This design comes from an exercise in tuning for small area on the open sky130 flow, not from production work. In this exercise RTL edits were held to simulation tests only and were not proved equivalent to the original. Power and IR drop assume default switching activity.

==> flow/design.v <==
`default_nettype none
package mmu_pkg;
    localparam int page_base_width = 3;
    localparam int page_index_width = 8;
    localparam int offset_width = 11;
    localparam int logical_width = 16;
    localparam int physical_width = 19;
    localparam int frame_width = 8;
    localparam int data_width = 8;
    localparam int bus_op_width = 1 + physical_width + data_width;  
    typedef logic [logical_width-1:0] logical_addr_t;
    typedef logic [physical_width-1:0] physical_addr_t;
    typedef logic [frame_width-1:0] frame_t;  
    typedef logic [data_width-1:0] data_t;
    typedef enum logic [1:0] {
        op_read = 2'b00,
        op_write = 2'b01,
        op_load_page = 2'b10
    } opcode_t;
    typedef struct packed {
        logic [page_index_width-1:0] index;
        frame_t frame;
    } page_load_t;
    typedef union packed {
        logical_addr_t address;
        page_load_t load;
    } request_payload_u;
    typedef struct packed {
        opcode_t opcode;
        request_payload_u payload;
        data_t write_data;  
    } request_t;
    typedef struct packed {
        logic write;
        physical_addr_t address;
        data_t data;
    } bus_op_t;
    typedef struct packed {
        data_t read_data;
        logic write;
        logic bad_page;
    } response_t;
endpackage
`default_nettype wire
`default_nettype none
module page_translator (
    input logic clock,
    input logic reset,
    input logic [mmu_pkg::page_base_width-1:0] page_base,
    input mmu_pkg::request_t request,
    input logic request_valid,
    output logic request_ready,
    output mmu_pkg::bus_op_t translated,
    output logic translated_valid,
    input logic translated_ready
);
    localparam int table_entries = 1 << mmu_pkg::page_index_width;
    localparam int page_bits = mmu_pkg::page_index_width - mmu_pkg::page_base_width;
    localparam int group_bits = 4;
    localparam int group_size = 1 << group_bits;
    localparam int group_count = table_entries / group_size;
    logic [mmu_pkg::frame_width-1:0] page_table [table_entries];
    logic [group_count-1:0] group_valid;
    logic request_fire;
    logic is_load;
    logic load_fire;
    logic [mmu_pkg::page_index_width-1:0] table_index;
    logic [mmu_pkg::page_index_width-1:0] load_index;
    mmu_pkg::frame_t load_frame;
    mmu_pkg::frame_t table_entry;
    mmu_pkg::frame_t group_data [group_size];
    logic [group_count-1:0] group_hit;
    logic [group_size-1:0] slot_hit;
    mmu_pkg::logical_addr_t logical;
    assign request_ready = !(translated_valid && !translated_ready);
    assign request_fire = request_valid && request_ready;
    assign is_load = (request.opcode == mmu_pkg::op_load_page);
    assign load_fire = request_fire && is_load;
    assign logical = request.payload.address;
    assign load_index = request.payload.load.index;
    assign load_frame = request.payload.load.frame;
    assign table_index = {page_base, logical[mmu_pkg::logical_width-1 -: page_bits]};
    localparam int slice_count = table_entries / 3;
    logic [group_count-1:0] read_group;
    logic [group_size-1:0] read_slot;
    logic [table_entries-1:0] read_select;
    logic [mmu_pkg::frame_width-1:0] slice_out_n [slice_count];
    always_comb begin
        for (int g = 0; g < group_count; g++) begin
            read_group[g] = group_valid[g] && (table_index[mmu_pkg::page_index_width-1:group_bits] == g);
        end
        for (int s = 0; s < group_size; s++) begin
            read_slot[s] = (table_index[group_bits-1:0] == s);
        end
        for (int e = 0; e < table_entries; e++) begin
            read_select[e] = read_group[e / group_size] && read_slot[e % group_size];
        end
    end
    for (genvar k = 0; k < slice_count; k++) begin : g_slice
        page_read_slice u_slice (
            .select(read_select[3*k +: 3]),
            .entry0(page_table[3*k]),
            .entry1(page_table[3*k+1]),
            .entry2(page_table[3*k+2]),
            .out_n(slice_out_n[k])
        );
    end
    always_comb begin
        table_entry = read_select[table_entries-1] ? page_table[table_entries-1] : '0;
        for (int k = 0; k < slice_count; k++) begin
            table_entry = table_entry | ~slice_out_n[k];
        end
    end
    always_comb begin
        for (int g = 0; g < group_count; g++) begin
            group_hit[g] = load_fire && (load_index[mmu_pkg::page_index_width-1:group_bits] == g);
        end
        for (int s = 0; s < group_size; s++) begin
            slot_hit[s] = (load_index[group_bits-1:0] == s);
            group_data[s] = slot_hit[s] ? load_frame : '0;
        end
    end
    for (genvar e = 0; e < table_entries; e++) begin : g_entry
        always_ff @(posedge clock) begin
            if (group_hit[e / group_size] && (slot_hit[e % group_size] || !group_valid[e / group_size])) begin
                page_table[e] <= group_data[e % group_size];
            end
        end
    end
    always_ff @(posedge clock or posedge reset) begin
        if (reset) begin
            group_valid <= '0;
            translated_valid <= 1'b0;
        end else begin
            group_valid <= group_valid | group_hit;
            if (translated_ready) begin
                translated_valid <= 1'b0;
            end
            if (request_fire && !is_load) begin
                translated_valid <= 1'b1;  
            end
        end
    end
    always_ff @(posedge clock) begin
        if (request_fire && !is_load) begin
            translated.write <= (request.opcode == mmu_pkg::op_write);
            translated.address <= {table_entry, logical[mmu_pkg::offset_width-1:0]};
            translated.data <= request.write_data;
        end
    end
endmodule
`default_nettype wire
`default_nettype none
module page_read_slice (
    input logic [2:0] select,
    input logic [mmu_pkg::frame_width-1:0] entry0,
    input logic [mmu_pkg::frame_width-1:0] entry1,
    input logic [mmu_pkg::frame_width-1:0] entry2,
    output logic [mmu_pkg::frame_width-1:0] out_n
);
    assign out_n = ~((entry0 & {mmu_pkg::frame_width{select[0]}})
        | (entry1 & {mmu_pkg::frame_width{select[1]}})
        | (entry2 & {mmu_pkg::frame_width{select[2]}}));
endmodule
`default_nettype wire
`default_nettype none
module op_queue #(
    parameter int queue_depth = 4
) (
    input logic clock,
    input logic reset,
    input mmu_pkg::bus_op_t translated,
    input logic translated_valid,
    output logic translated_ready,
    output mmu_pkg::bus_op_t head,
    output logic head_valid,
    input logic head_ready
);
    localparam int pointer_width = $clog2(queue_depth);
    localparam int count_width = $clog2(queue_depth + 1);
    logic [mmu_pkg::bus_op_width-1:0] entries [queue_depth];
    logic [pointer_width-1:0] write_ptr;
    logic [pointer_width-1:0] read_ptr;
    logic [count_width-1:0] count;
    logic push;
    logic pop;
    assign translated_ready = (count != count_width'(queue_depth));
    assign head_valid = (count != '0);
    assign head = entries[read_ptr];
    assign push = translated_valid && translated_ready;
    assign pop = head_valid && head_ready;
    always_ff @(posedge clock or posedge reset) begin
        if (reset) begin
            write_ptr <= '0;
            read_ptr <= '0;
            count <= '0;
        end else begin
            if (push) begin
                write_ptr <= write_ptr + 1'b1;
            end
            if (pop) begin
                read_ptr <= read_ptr + 1'b1;
            end
            if (push && !pop) begin
                count <= count + 1'b1;
            end else if (pop && !push) begin
                count <= count - 1'b1;
            end
        end
    end
    always_ff @(posedge clock) begin
        if (push) begin
            entries[write_ptr] <= translated;
        end
    end
endmodule
`default_nettype wire
`default_nettype none
module bus_cycle_unit (
    input logic clock,
    input logic reset,
    input mmu_pkg::bus_op_t head,
    input logic head_valid,
    output logic head_ready,
    output mmu_pkg::physical_addr_t address_bus,
    output mmu_pkg::data_t data_out,
    input mmu_pkg::data_t data_in,
    output logic write_en,
    output mmu_pkg::response_t response,
    output logic response_valid,
    input logic response_ready
);
    typedef enum logic [1:0] {
        st_idle = 2'b00,
        st_address = 2'b01,  
        st_strobe = 2'b11,   
        st_respond = 2'b10
    } state_t;
    state_t state;
    logic op_write;  
    logic take;
    logic register_space;
    mmu_pkg::data_t read_data;
    assign head_ready = (state == st_idle);
    assign take = head_valid && head_ready;
    assign write_en = (state == st_strobe);
    assign response_valid = (state == st_respond);
    assign register_space = (address_bus[18:8] == '0);
    assign response.read_data = read_data;
    assign response.write = op_write;
    assign response.bad_page = (&address_bus[18:13]) && address_bus[11];
    always_ff @(posedge clock or posedge reset) begin
        if (reset) begin
            state <= st_idle;
            address_bus <= '0;
            data_out <= '0;
        end else begin
            case (state)
                st_idle: begin
                    if (take) begin
                        address_bus <= head.address;
                        if (head.write) begin
                            data_out <= head.data;
                        end
                        state <= st_address;
                    end
                end
                st_address: state <= op_write ? st_strobe : st_respond;
                st_strobe: state <= st_respond;
                st_respond: begin
                    if (response_ready) begin
                        state <= st_idle;
                    end
                end
                default: state <= st_idle;
            endcase
        end
    end
    always_ff @(posedge clock) begin
        if (take) begin
            op_write <= head.write;
        end
        if (state == st_address) begin
            read_data <= (op_write || register_space) ? data_out : data_in;
        end
    end
endmodule
`default_nettype wire
`default_nettype none
module cpu6_mmu #(
    parameter int queue_depth = 4
) (
    input logic clock,
    input logic reset,
    input logic [mmu_pkg::page_base_width-1:0] page_base,
    input mmu_pkg::request_t request,
    input logic request_valid,
    output logic request_ready,
    output mmu_pkg::response_t response,
    output logic response_valid,
    input logic response_ready,
    output mmu_pkg::physical_addr_t address_bus,
    output mmu_pkg::data_t data_out,
    input mmu_pkg::data_t data_in,
    output logic write_en
);
    mmu_pkg::bus_op_t translated;
    logic translated_valid;
    logic translated_ready;
    mmu_pkg::bus_op_t head;
    logic head_valid;
    logic head_ready;
    page_translator u_translator (
        .clock(clock),
        .reset(reset),
        .page_base(page_base),
        .request(request),
        .request_valid(request_valid),
        .request_ready(request_ready),
        .translated(translated),
        .translated_valid(translated_valid),
        .translated_ready(translated_ready)
    );
    op_queue #(
        .queue_depth(queue_depth)
    ) u_queue (
        .clock(clock),
        .reset(reset),
        .translated(translated),
        .translated_valid(translated_valid),
        .translated_ready(translated_ready),
        .head(head),
        .head_valid(head_valid),
        .head_ready(head_ready)
    );
    bus_cycle_unit u_bus (
        .clock(clock),
        .reset(reset),
        .head(head),
        .head_valid(head_valid),
        .head_ready(head_ready),
        .address_bus(address_bus),
        .data_out(data_out),
        .data_in(data_in),
        .write_en(write_en),
        .response(response),
        .response_valid(response_valid),
        .response_ready(response_ready)
    );
endmodule
`default_nettype wire
==> flow/config.mk <==
export PLATFORM = sky130hd
export DESIGN_NAME = cpu6_mmu
export DESIGN_NICKNAME = cpu6_mmu
export VERILOG_FILES = /design/flow/design.v
export SDC_FILE = /design/flow/constraint.sdc
export NUM_CORES = 4
export LEC_CHECK = 0
export CAP_MARGIN = 20
export CORE_MARGIN = 2
export CORE_UTILIZATION = 35
export PLACE_DENSITY = 0.45
export SLEW_MARGIN = 20
export SYNTH_HIERARCHICAL = 1
export SYNTH_MINIMUM_KEEP_SIZE = 0
==> flow/constraint.sdc <==
create_clock -name core_clock -period 8.0 [get_ports {clock}]
set_input_delay 1.6000 -clock core_clock [delete_from_list [all_inputs] [get_ports {clock}]]
set_output_delay 1.6000 -clock core_clock [all_outputs]
set_load 0.01 [all_outputs]
standard.sh (not shown) runs the stock make flow with config.mk's settings and CLKGATE_MAP_FILE= SYNTH_SCRIPT=/design/flow/synth_recipe.tcl, a recipe that flattens the netlist after the stock synthesis.
==> flow/flow/run.sh <==
#!/bin/bash
# Standard layout, with the clock tree built from larger sink clusters and
# without CTS dummy loads. Everything else is the standard flow.
set -euo pipefail
export CTS_ARGS="-sink_clustering_enable -repair_clock_nets -sink_clustering_size 14 -sink_clustering_max_diameter 60 -buf_list sky130_fd_sc_hd__clkbuf_8 -dont_use_dummy_load"
bash standard.sh > standard_flow.log 2>&1
The starting point completed with no timing, DRC or antenna violations.
Rerun with:
==> flow/run.sh (new file) <==
#!/bin/bash
# synth_recipe.tcl (not shown) runs the flow's synth.tcl, then flattens the netlist and writes it again
# the make line also repeats each setting of config.mk as NAME=value (left out here)
make -C /OpenROAD-flow-scripts/flow DESIGN_CONFIG=/design/flow/config.mk WORK_HOME=/design/flow/orfs CLKGATE_MAP_FILE= SYNTH_SCRIPT=/design/flow/synth_recipe.tcl finish
- CTS_BUF_LIST: unset -> sky130_fd_sc_hd__clkbuf_8
- CTS_CLUSTER_DIAMETER: unset -> 50
- CTS_CLUSTER_SIZE: unset -> 12
removed: flow/flow/run.sh
removed: flow/standard.sh
Clock power rises by 32%.
Sequential power is about the same.
Global-route usage hardly moves.
Count of clock-buffer cells in the layout rises by 54.
Maximum frequency rises by 1.7%.
Sequential share of layout area falls by 1.7 points.
Die area stays the same.
Worst setup slack gets better by 0.11 ns.
Power rises by 9.0%.

==> what the ideal ports hide <==
No port has a modelled driver above. Below, the same layouts with a new extraction and two added sets of constraints.
Step 1 sets driving cells, clkbuf_16 on the clock port and buf_2 on the other inputs (assumed; they add their load-dependent delay and slew).
Step 2 also shifts input and output timing later by t, the mid clock arrival at the registers, as if the neighbouring blocks saw the same clock.
Slacks: ideal ports / drivers / drivers and shift; pairs: ideal ports / drivers.
run	t, ns	slack for setup (ns)	clock arrival spread, ns
the first run	1.122	1.330 / 1.405 / 0.283	0.120 / 0.120
the second run	1.199	1.440 / 1.519 / 0.320	0.073 / 0.072
After both steps every run listed still meets setup and hold. For the second run, which loses most, drivers alone change the setup slack by +0.079 ns; drivers and shift together by -1.120 ns.
